Context: an optimization exercise on an open-source flow, tuned for small area, a short achievable clock period and few clock cycles per item. The choices shown serve that exercise and are no tape-out recipe. The RTL was checked by simulation tests, not by an equivalence proof against the original design. Power figures rest on the tool's default switching activity, not on a simulated workload.

===== run.sh =====
#!/bin/bash
# synth_recipe.tcl (not shown) runs the flow's synth.tcl, then flattens the netlist and writes it again
# the make line also repeats each setting of config.mk as NAME=value (left out here)
make -C /OpenROAD-flow-scripts/flow DESIGN_CONFIG=/design/flow/config.mk WORK_HOME=/design/flow/orfs CLKGATE_MAP_FILE= SYNTH_SCRIPT=/design/flow/synth_recipe.tcl finish

===== config.mk =====
export PLATFORM = sky130hd
export DESIGN_NAME = ifmap_converter
export DESIGN_NICKNAME = ifmap_converter
export VERILOG_FILES = /design/flow/design.v
export SDC_FILE = /design/flow/constraint.sdc
export NUM_CORES = 4
export LEC_CHECK = 0
export CAP_MARGIN = 20
export CORE_MARGIN = 2
export CORE_UTILIZATION = 45
export SLEW_MARGIN = 20

===== constraint.sdc =====
create_clock -name core_clock -period 5.0 [get_ports {clk}]
set_input_delay 1.0000 -clock core_clock [delete_from_list [all_inputs] [get_ports {clk}]]
set_output_delay 1.0000 -clock core_clock [all_outputs]
set_load 0.01 [all_outputs]

===== design.v =====
`timescale 1ns/1ns
module tile_writer
(
	input  logic clk,
	input  logic reset,
	input  logic [64-1:0] in_data,
	input  logic in_empty_n,
	output logic in_read,
	input  logic wr_room,
	output logic wr_en,
	output logic [8*6-1:0] wr_addr,
	output logic [64-1:0] wr_data
);
	function automatic logic [5:0] cvt_q1(input logic [5:0] x);
		cvt_q1 = {x[0], x[3:1], x[5:4]};
	endfunction
	function automatic logic [5:0] cvt_qpow(input logic [5:0] x, input logic [3:0] t);
		logic [5:0] r;
		logic [3:0] t6;
		r = x;
		t6 = (t >= 4'd6) ? t - 4'd6 : t;
		for (int s = 0; s < 5; s++) begin
			if (4'(s) < t6) r = cvt_q1(r);
		end
		cvt_qpow = r;
	endfunction
	function automatic logic [5:0] cvt_mask(input logic [2:0] b, input logic [3:0] t);
		logic [5:0] acc;
		logic [5:0] v;
		acc = '0;
		v = {1'b0, b, 2'b00};
		for (int s = 0; s < 11; s++) begin
			if (4'(s) < t) acc = acc ^ v;
			v = cvt_q1(v);
		end
		cvt_mask = acc;
	endfunction
	function automatic logic [5:0] cvt_loc(input logic [2:0] b, input logic [3:0] t, input logic [5:0] n);
		cvt_loc = cvt_qpow(n, t) ^ cvt_mask(b, t);
	endfunction
	logic [6-1:0] wr_n;
	logic [3:0] wr_t;
	logic [6-1:0] nx_n;
	logic [3:0] nx_t;
	logic [2:0] wr_k;
	assign wr_en = in_read & in_empty_n;
	always_ff @(posedge clk or posedge reset) begin
		if (reset) begin
			in_read <= 1'b0;
		end else begin
			in_read <= wr_room;
		end
	end
	assign nx_n = wr_n + 1'b1;
	assign nx_t = (wr_n != '1) ? wr_t : (wr_t == 4'd11) ? 4'd0 : wr_t + 1'b1;
	always_ff @(posedge clk or posedge reset) begin
		if (reset) begin
			wr_n <= '0;
			wr_t <= '0;
		end else if (wr_en) begin
			wr_n <= nx_n;
			wr_t <= nx_t;
		end
	end
	for (genvar b = 0; b < 8; b++) begin : g_addr
		always_ff @(posedge clk or posedge reset) begin
			if (reset) begin
				wr_addr[b*6 +: 6] <= '0;
			end else if (wr_en) begin
				wr_addr[b*6 +: 6] <= cvt_loc(3'(b), nx_t, nx_n);
			end
		end
	end
	assign wr_k = wr_n[4:2];
	always_comb begin
		for (int b = 0; b < 8; b++) begin
			wr_data[b*8 +: 8] =
				in_data[(8-1-(b ^ wr_k))*8 +: 8];
		end
	end
endmodule
`timescale 1ns/1ns
module tile_buffer
(
	input  logic clk,
	input  logic wr_en,
	input  logic [8*6-1:0] wr_addr,
	input  logic [64-1:0] wr_data,
	input  logic [8*6-1:0] rd_addr,
	output logic [64-1:0] rd_data
);
	localparam int DEPTH = 64;
	logic [8-1:0] mem [0:8-1][0:DEPTH-1];
	for (genvar b = 0; b < 8; b++) begin : g_bank
		logic [6-1:0] wa;
		logic [6-1:0] ra;
		assign wa = wr_addr[b*6 +: 6];
		assign ra = rd_addr[b*6 +: 6];
		for (genvar a = 0; a < DEPTH; a++) begin : g_ent
			always_ff @(posedge clk) begin
				if (wr_en && wa == 6'(a)) begin
					mem[b][a] <= wr_data[b*8 +: 8];
				end
			end
		end
		always_comb begin
			rd_data[b*8 +: 8] = '0;
			for (int a = 0; a < DEPTH; a++) begin
				rd_data[b*8 +: 8] = rd_data[b*8 +: 8] |
					(mem[b][a] & {8{ra == 6'(a)}});
			end
		end
	end
endmodule
`timescale 1ns/1ns
module transpose_reader
(
	input  logic clk,
	input  logic reset,
	input  logic wr_en,
	output logic wr_room,
	input  logic [64-1:0] rd_data,
	output logic [8*6-1:0] rd_addr,
	input  logic out_full_n,
	output logic [64-1:0] out_data,
	output logic out_last,
	output logic out_write
);
	function automatic logic [5:0] cvt_q1(input logic [5:0] x);
		cvt_q1 = {x[0], x[3:1], x[5:4]};
	endfunction
	function automatic logic [5:0] cvt_qpow(input logic [5:0] x, input logic [3:0] t);
		logic [5:0] r;
		logic [3:0] t6;
		r = x;
		t6 = (t >= 4'd6) ? t - 4'd6 : t;
		for (int s = 0; s < 5; s++) begin
			if (4'(s) < t6) r = cvt_q1(r);
		end
		cvt_qpow = r;
	endfunction
	function automatic logic [5:0] cvt_mask(input logic [2:0] b, input logic [3:0] t);
		logic [5:0] acc;
		logic [5:0] v;
		acc = '0;
		v = {1'b0, b, 2'b00};
		for (int s = 0; s < 11; s++) begin
			if (4'(s) < t) acc = acc ^ v;
			v = cvt_q1(v);
		end
		cvt_mask = acc;
	endfunction
	function automatic logic [5:0] cvt_loc(input logic [2:0] b, input logic [3:0] t, input logic [5:0] n);
		cvt_loc = cvt_qpow(n, t) ^ cvt_mask(b, t);
	endfunction
	logic [6-1:0] rd_n;
	logic [3:0] rd_t1;
	logic [6-1:0] nx_n;
	logic [3:0] nx_t1;
	logic [6:0] occ;
	logic [6-1:0] need;
	logic rd_ok;
	logic adv;
	logic rd;
	logic [2:0] rd_p;
	logic [64-1:0] packed_word;
	function automatic logic [6-1:0] need_occ(input logic [6-1:0] n);
		logic [7:0] thr;
		thr = 8'd93 + (n[0] ? 8'd31 : 8'd0) - 8'(15 * n[5:4]) - 8'({n[3:1], 1'b0});
		need_occ = (thr > 8'd64) ? 6'(thr - 8'd64) : '0;
	endfunction
	assign rd_ok = {1'b0, occ} >= {2'b00, need};
	assign adv = ~out_write | out_full_n;
	assign rd = adv & rd_ok;
	always_ff @(posedge clk or posedge reset) begin
		if (reset) begin
			occ <= '0;
		end else if (wr_en != rd) begin
			occ <= wr_en ? occ + 1'b1 : occ - 1'b1;
		end
	end
	assign wr_room = ~(~rd & ((occ == 7'd64) | ((occ == 7'd63) & wr_en)));
	assign nx_n = rd_n + 1'b1;
	assign nx_t1 = (rd_n != '1) ? rd_t1 : (rd_t1 == 4'd11) ? 4'd0 : rd_t1 + 1'b1;
	always_ff @(posedge clk or posedge reset) begin
		if (reset) begin
			rd_n <= '0;
			rd_t1 <= 4'd1;
			need <= need_occ('0);
		end else if (rd) begin
			rd_n <= nx_n;
			rd_t1 <= nx_t1;
			need <= need_occ(nx_n);
		end
	end
	for (genvar b = 0; b < 8; b++) begin : g_addr
		always_ff @(posedge clk or posedge reset) begin
			if (reset) begin
				rd_addr[b*6 +: 6] <= cvt_loc(3'(b), 4'd1, '0);
			end else if (rd) begin
				rd_addr[b*6 +: 6] <= cvt_loc(3'(b), nx_t1, nx_n);
			end
		end
	end
	assign rd_p = rd_n[3:1];
	always_comb begin
		for (int k = 0; k < 8; k++) begin
			packed_word[(8-1-k)*8 +: 8] =
				rd_data[(3'(k) ^ rd_p)*8 +: 8];
		end
	end
	always_ff @(posedge clk or posedge reset) begin
		if (reset) begin
			out_write <= 1'b0;
			out_last <= 1'b0;
		end else if (adv) begin
			out_write <= rd_ok;
			out_last <= rd_ok & (rd_n == '1);
		end
	end
	always_ff @(posedge clk) begin
		if (rd) begin
			out_data <= packed_word;
		end
	end
endmodule
`timescale 1ns/1ns
module ifmap_converter
(
	input  logic clk,
	input  logic reset,
	input  logic [64-1:0] in_data,
	input  logic in_empty_n,
	output logic in_read,
	input  logic out_full_n,
	output logic [64-1:0] out_data,
	output logic out_last,
	output logic out_write
);
	logic wr_en;
	logic [8*6-1:0] wr_addr;
	logic [64-1:0] wr_data;
	logic wr_room;
	logic [8*6-1:0] rd_addr;
	logic [64-1:0] rd_data;
	tile_writer writer_i (
		.clk(clk),
		.reset(reset),
		.in_data(in_data),
		.in_empty_n(in_empty_n),
		.in_read(in_read),
		.wr_room(wr_room),
		.wr_en(wr_en),
		.wr_addr(wr_addr),
		.wr_data(wr_data)
	);
	tile_buffer buffer_i (
		.clk(clk),
		.wr_en(wr_en),
		.wr_addr(wr_addr),
		.wr_data(wr_data),
		.rd_addr(rd_addr),
		.rd_data(rd_data)
	);
	transpose_reader reader_i (
		.clk(clk),
		.reset(reset),
		.wr_en(wr_en),
		.wr_room(wr_room),
		.rd_data(rd_data),
		.rd_addr(rd_addr),
		.out_full_n(out_full_n),
		.out_data(out_data),
		.out_last(out_last),
		.out_write(out_write)
	);
endmodule

==> summary.txt <==
==> cell usage in the layout, fill, tap and decap left out, types with 15 or more instances in the layout <==
master,n
sky130_fd_sc_hd__xnor2_1,57
sky130_fd_sc_hd__or4_1,67
sky130_fd_sc_hd__mux2_2,132
sky130_fd_sc_hd__buf_4,1451
sky130_fd_sc_hd__a21oi_1,50
sky130_fd_sc_hd__nand2b_1,22
sky130_fd_sc_hd__a22o_1,990
sky130_fd_sc_hd__mux2i_1,146
sky130_fd_sc_hd__dfrtp_1,106
sky130_fd_sc_hd__or3_1,15
sky130_fd_sc_hd__mux4_2,61
sky130_fd_sc_hd__a22oi_1,82
sky130_fd_sc_hd__dfstp_2,17
sky130_fd_sc_hd__nor2_2,139
sky130_fd_sc_hd__nor3_1,16
sky130_fd_sc_hd__clkinvlp_4,20
sky130_fd_sc_hd__nor2b_1,65
sky130_fd_sc_hd__bufinv_16,50
sky130_fd_sc_hd__clkbuf_16,449
sky130_fd_sc_hd__edfxtp_1,4160
sky130_fd_sc_hd__inv_1,25
sky130_fd_sc_hd__clkinv_2,87
sky130_fd_sc_hd__clkbuf_1,84
sky130_fd_sc_hd__a221oi_1,987
sky130_fd_sc_hd__nor2_1,984
sky130_fd_sc_hd__nand2_1,325
sky130_fd_sc_hd__o21ai_0,120
sky130_fd_sc_hd__nand4_1,283
sky130_fd_sc_hd__clkdlybuf4s50_1,134
sky130_fd_sc_hd__nand3_1,130
sky130_fd_sc_hd__ha_1,31
sky130_fd_sc_hd__clkinv_1,94
sky130_fd_sc_hd__xor2_1,47
==> metrics by stage <==
step | utilization [%] | total power (W)
finish | 54.3 | 0.130
global route | 54.3 | 0.133
CTS | 54.3 | 0.130
detailed placement | 50.3 | 0.0963
global placement | 50.2 | 0.0959
floorplan | - | 0.0706
==> worst max-delay path, delay by kind of cell (launching register included) <==
family / cells / cell delay, ns
AND/OR/NAND/NOR: 5 / 2.01
AO/OA/AOI/OAI: 2 / 0.86
multiplexers: 3 / 0.77
flip-flops: 1 / 0.66
buffers and inverters: 2 / 0.45
==> logic make-up (layout without fill, tap and decap cells) <==
kind of cell,Yosys count,after routing
xor+xnor,104,104
flops,4292,4292
fa+ha+maj,35,35
simple gates,2114,2114
buf+inv,240,2457
mux,344,344
compound gates,2351,2351
other cells,0,12
==> routing by layer <==
metal	up-vias	wire, um
li1	43700	-
met1	58700	277000
met2	8581	329000
met3	1769	84300
met4	28	53800
met5	-	194
==> worst min path at each step <==
stage	start	slack, ns	to
5_1_grt	reset	0.46	writer_i.wr_addr[29]
4_1_cts	reset	0.41	writer_i.wr_addr[29]
6_report	reset	0.43	writer_i.wr_addr[29]
3_5_place_dp	reader_i.need[0]	0.49	reader_i.need[0]
3_3_place_gp	reader_i.out_last	0.48	reader_i.out_last
2_1_floorplan	reader_i.need[0]	0.46	reader_i.need[0]
==> cell type report <==
type | instances | area [sq um]
fill | 29100 | 166000
sequential | 4292 | 128000
multi-input combinational | 4948 | 35600
timing repair buffer | 1602 | 12500
clock buffer | 539 | 11600
tap | 4794 | 6000
clock inverter | 284 | 3000
inverter | 32 | 130
antenna | 12 | 30.0
==> cell usage after synthesis (11+ instances only) <==
cell                       instances
sky130_fd_sc_hd__edfxtp_1       4160
sky130_fd_sc_hd__nor2_1         1121
sky130_fd_sc_hd__a22o_1          990
sky130_fd_sc_hd__a221oi_1        988
sky130_fd_sc_hd__nand2_1         325
sky130_fd_sc_hd__nand4_1         283
sky130_fd_sc_hd__clkbuf_1        161
sky130_fd_sc_hd__mux2i_1         147
sky130_fd_sc_hd__mux2_2          132
sky130_fd_sc_hd__nand3_1         130
sky130_fd_sc_hd__o21ai_0         120
sky130_fd_sc_hd__dfrtp_1         115
sky130_fd_sc_hd__a22oi_1          82
sky130_fd_sc_hd__or4_1            67
sky130_fd_sc_hd__nor2b_1          65
sky130_fd_sc_hd__mux4_2           64
sky130_fd_sc_hd__xnor2_1          57
sky130_fd_sc_hd__a21oi_1          51
sky130_fd_sc_hd__xor2_1           47
sky130_fd_sc_hd__ha_1             31
sky130_fd_sc_hd__inv_1            28
sky130_fd_sc_hd__buf_1            27
sky130_fd_sc_hd__nand2b_1         24
sky130_fd_sc_hd__dfstp_2          17
sky130_fd_sc_hd__nor3_1           16
sky130_fd_sc_hd__buf_2            15
sky130_fd_sc_hd__or3_1            15
sky130_fd_sc_hd__a21o_1           12
sky130_fd_sc_hd__a31oi_1          12
sky130_fd_sc_hd__and2_1           11
sky130_fd_sc_hd__nor4_1           11
sky130_fd_sc_hd__o21ai_1          11
sky130_fd_sc_hd__or2_2            11
==> what timing repair did <==
| item | 4_1_cts | 5_1_grt |
|---|---|---|
| resized for setup | 3 | 4 |
| pin swaps | 0 | 0 |
| setup endpoints to repair | 6 | 14 |
==> state kept, by name, summed over array words and instances (netlist names) <==
signal,flops
buffer_i.mem,4096
reader_i.out_data,64
reader_i.rd_addr,48
writer_i.wr_addr,48
reader_i.occ,7
reader_i.need,6
reader_i.rd_n,6
writer_i.wr_n,6
reader_i.rd_t1,4
writer_i.wr_t,4
reader_i.out_last,1
reader_i.out_write,1
writer_i.in_read,1
==> report_power, final <==
| group | switching, W | leakage, nW | internal (W) | total (W) |
|---|---|---|---|---|
| Sequential | 0.00218 | 39.0 | 0.0503 | 0.0525 |
| Clock | 0.0146 | 7.12 | 0.0192 | 0.0338 |
| Combinational | 0.0326 | 19.3 | 0.0116 | 0.0442 |
==> summary.txt <==
STA
------------------------------------------------------------------------------------
Worst slack on hold paths .............................................     0.433 ns
Share of the clock period used by the worst path ......................         101%
Worst slew pin tran ...................................................      1.35 ns
Highest clock rate ....................................................    0.199 GHz
Hold violation count in the final report ..............................            0
Period minus WS final .................................................      5.03 ns
Unrepaired setup endpoints after global routing .......................        false
Setup Total Neg Slack .................................................   -0.0582 ns
Max transition margin .................................................        9.59%
Final setup slack of the worst path ...................................   -0.0296 ns
Final Slew Violations .................................................            0
Clock skew ............................................................    0.0981 ns
Final number of setup-violating endpoints .............................            5

POWER AND IR DROP
------------------------------------------------------------------------------------
Static power due to leakage ...........................................      65.5 nW
Worst VDD drop ........................................................     0.659 mV
Total power density per cell area .....................................  662 nW/um^2

WORST SETUP PATH
------------------------------------------------------------------------------------
Cell with the largest stage delay on the worst path ................... sky130_fd_sc_hd__or4_1
Capture point of the worst reg-to-reg path ............................ reader_i.out_data[49]
Crit path arrival time ................................................      5.77 ns
Largest stage delay, worst path .......................................      0.68 ns
Critical path startpoint .............................................. reader_i.rd_addr[27]
Critical path class ................................................... flip-flop to flip-flop
Kind of start point of the critical path ..............................    flip-flop
R2r setup slk .........................................................     -0.03 ns
Worst setup path endpoint ............................................. reader_i.out_data[49]
Cell breakdown of the critical path ................................... nor2b_1 -> nand2_1 -> nor2_1 -> a22o_1 -> a221oi_1 -> nand4_1 -> or4_1 -> buf_4 -> mux2i_1 -> buf_4 -> mux2i_1 -> mux2_2
CP Data Required Time .................................................      5.74 ns
Kind of capture point of the worst setup path .........................    flip-flop
Depth of the worst register-to-register path ..........................           12
Crit path max fanout ..................................................            8
Start of the worst register-to-register path .......................... reader_i.rd_addr[27]

GRT
------------------------------------------------------------------------------------
Most used routing layer ...............................................         met2
Congestion Overflow GR ................................................            0
Grt met3 use ..........................................................        8.78%
Total global-route track usage ........................................        39.4%
Number of antenna violations at the first check in global routing .....           41
Met1 routing resource usage after global routing ......................        52.8%
GR met2 Demand/Resource ...............................................        59.4%
Via count of the first global-routing pass ............................       105000
Pin count of the biggest net entering global routing ..................           67
Global-route wire length before repair ................................    976000 um

FINAL LAYOUT
------------------------------------------------------------------------------------
Share of layout cells above drive strength 1 ..........................        21.6%
Final-stage net count .................................................        11400
Signed area change from the synthesized netlist to the final layout ...        19.9%
Finished Layout Cells .................................................        16500
Post-route cell area .................................................. 197000 sq um

YOSYS
------------------------------------------------------------------------------------
Number of enable flip-flop cells after synthesis ......................         4160
Post-synthesis share of cell area spent on xor and xnor gates .........       0.554%
Area share of and/or/nand/nor cells after synthesis ...................        5.83%
Average cell area after synthesis .....................................   17.3 sq um
Synthesized-area fraction occupied by ao, oa, aoi and oai cells .......        12.0%
Cell area after synthesis ............................................. 164000 sq um
Mux contribution to synthesized area ..................................        2.69%
Adder and majority cell fraction of the synthesized area ..............       0.285%
Sequential cell area fraction in the yosys report .....................        78.0%
Dominant combinational cell family by area after synthesis ............ compound AO/OA/AOI/OAI gates
Top post-synthesis cells by area ...................................... sky130_fd_sc_hd__edfxtp_1 76%, sky130_fd_sc_hd__a22o_1 5.3%, sky130_fd_sc_hd__a221oi_1 5.3%
Net Count, Synth ......................................................         9583
Count of yosys warnings during synthesis ..............................            4
Async S/R FF share, synth .............................................        3.08%
Main synth FF type .................................................... sky130_fd_sc_hd__edfxtp_1
Yosys top cell by area ................................................ sky130_fd_sc_hd__edfxtp_1
Number of register bits inferred by synthesis .........................         4292
Post-Synthesis Cells ..................................................         9480
Count of different cell masters after synthesis .......................           87
Area share of the largest cell type after synthesis ...................        76.0%

FLOORPLAN
------------------------------------------------------------------------------------
Die footprint ......................................................... 370000 sq um
Die Span Y ............................................................       608 um
DIE WIDTH .............................................................       608 um
Total core area ....................................................... 363000 sq um
Number of standard-cell rows in the floorplan .........................          221
Effective utilization at floorplan ....................................        45.3%
Boundary Pins .........................................................          135

PLACE
------------------------------------------------------------------------------------
Cell total after placement ............................................        15700
Placed Instance Area .................................................. 182000 sq um
Weighted congestion at the end of routability-driven global placement .         1.02
Worst setup slack before clock tree synthesis .........................    -0.209 ns
Count of input and output buffers .....................................          134
Placed wire-length estimate ...........................................    539000 um

CLOCK TREE
------------------------------------------------------------------------------------
Number of buffers inserted during clock tree synthesis ................          447
Clock tree from TritonCTS .............................................          yes
# H-tree levels .......................................................            5
Clock latency on the worst-skew pair ..................................      1.04 ns
Total number of clock tree sinks ......................................         4292
Clock tree root buffer cell ........................................... sky130_fd_sc_hd__clkbuf_16
Setup Fix Bufs, Post-CTS ..............................................            0
Maximum buffer depth of the clock tree ................................            4
Clock slew at reported path FFs .......................................      0.06 ns
Number of buffers added to fix hold violations after cts ..............            0

DETAILED ROUTING
------------------------------------------------------------------------------------
DR WL/cell ............................................................      45.1 um
Via Count .............................................................       113000
Average via count per standard cell ...................................         6.84
TritonRoute pass-1 iters ..............................................            6
Antenna Violating Nets Remaining ......................................            0
Total wirelength of the detailed-routed design ........................    744000 um
Residual DRC ..........................................................            0
Starting DRT DRC Count ................................................        19600

OUTCOME
------------------------------------------------------------------------------------
Status ................................................................ complete, but fails checks
SO Viols .............................................................. setup timing

HOLD PATH
------------------------------------------------------------------------------------
Hold Crit Class ....................................................... input port to async pin

FLOW RUN
------------------------------------------------------------------------------------
Total of max-cap violations ...........................................            0

Testbench counts, summed over its fixed seeds: cycles 8,688, tiles 128.

-- static timing again, ports no longer ideal --
Ports are ideal in the flow. The routed layout listed here was re-timed in OpenROAD.
Step 1, drivers: a clkbuf_16 drives clk and a buf_2 each remaining input, both assumed.
Step 2 adds t to the input delays and takes it off the output delays; t is the mean of the earliest and latest rising clock arrival at the registers after step 1. Input paths then give back, and output paths get back, about the clock's delay inside the block.
Slacks: ideal ports / drivers / drivers and shift; pairs: ideal ports / drivers.
t, ns: 1.098
setup WS [ns]: -0.030 / -0.030 / -0.030
hold WS [ns]: 0.433 / 0.351 / 0.497
worst setup path after step 2: register to register
pins driven straight from the clock port: 1
The setup slack of this run moves by 0.000 ns with the drivers and by 0.000 ns with both steps.
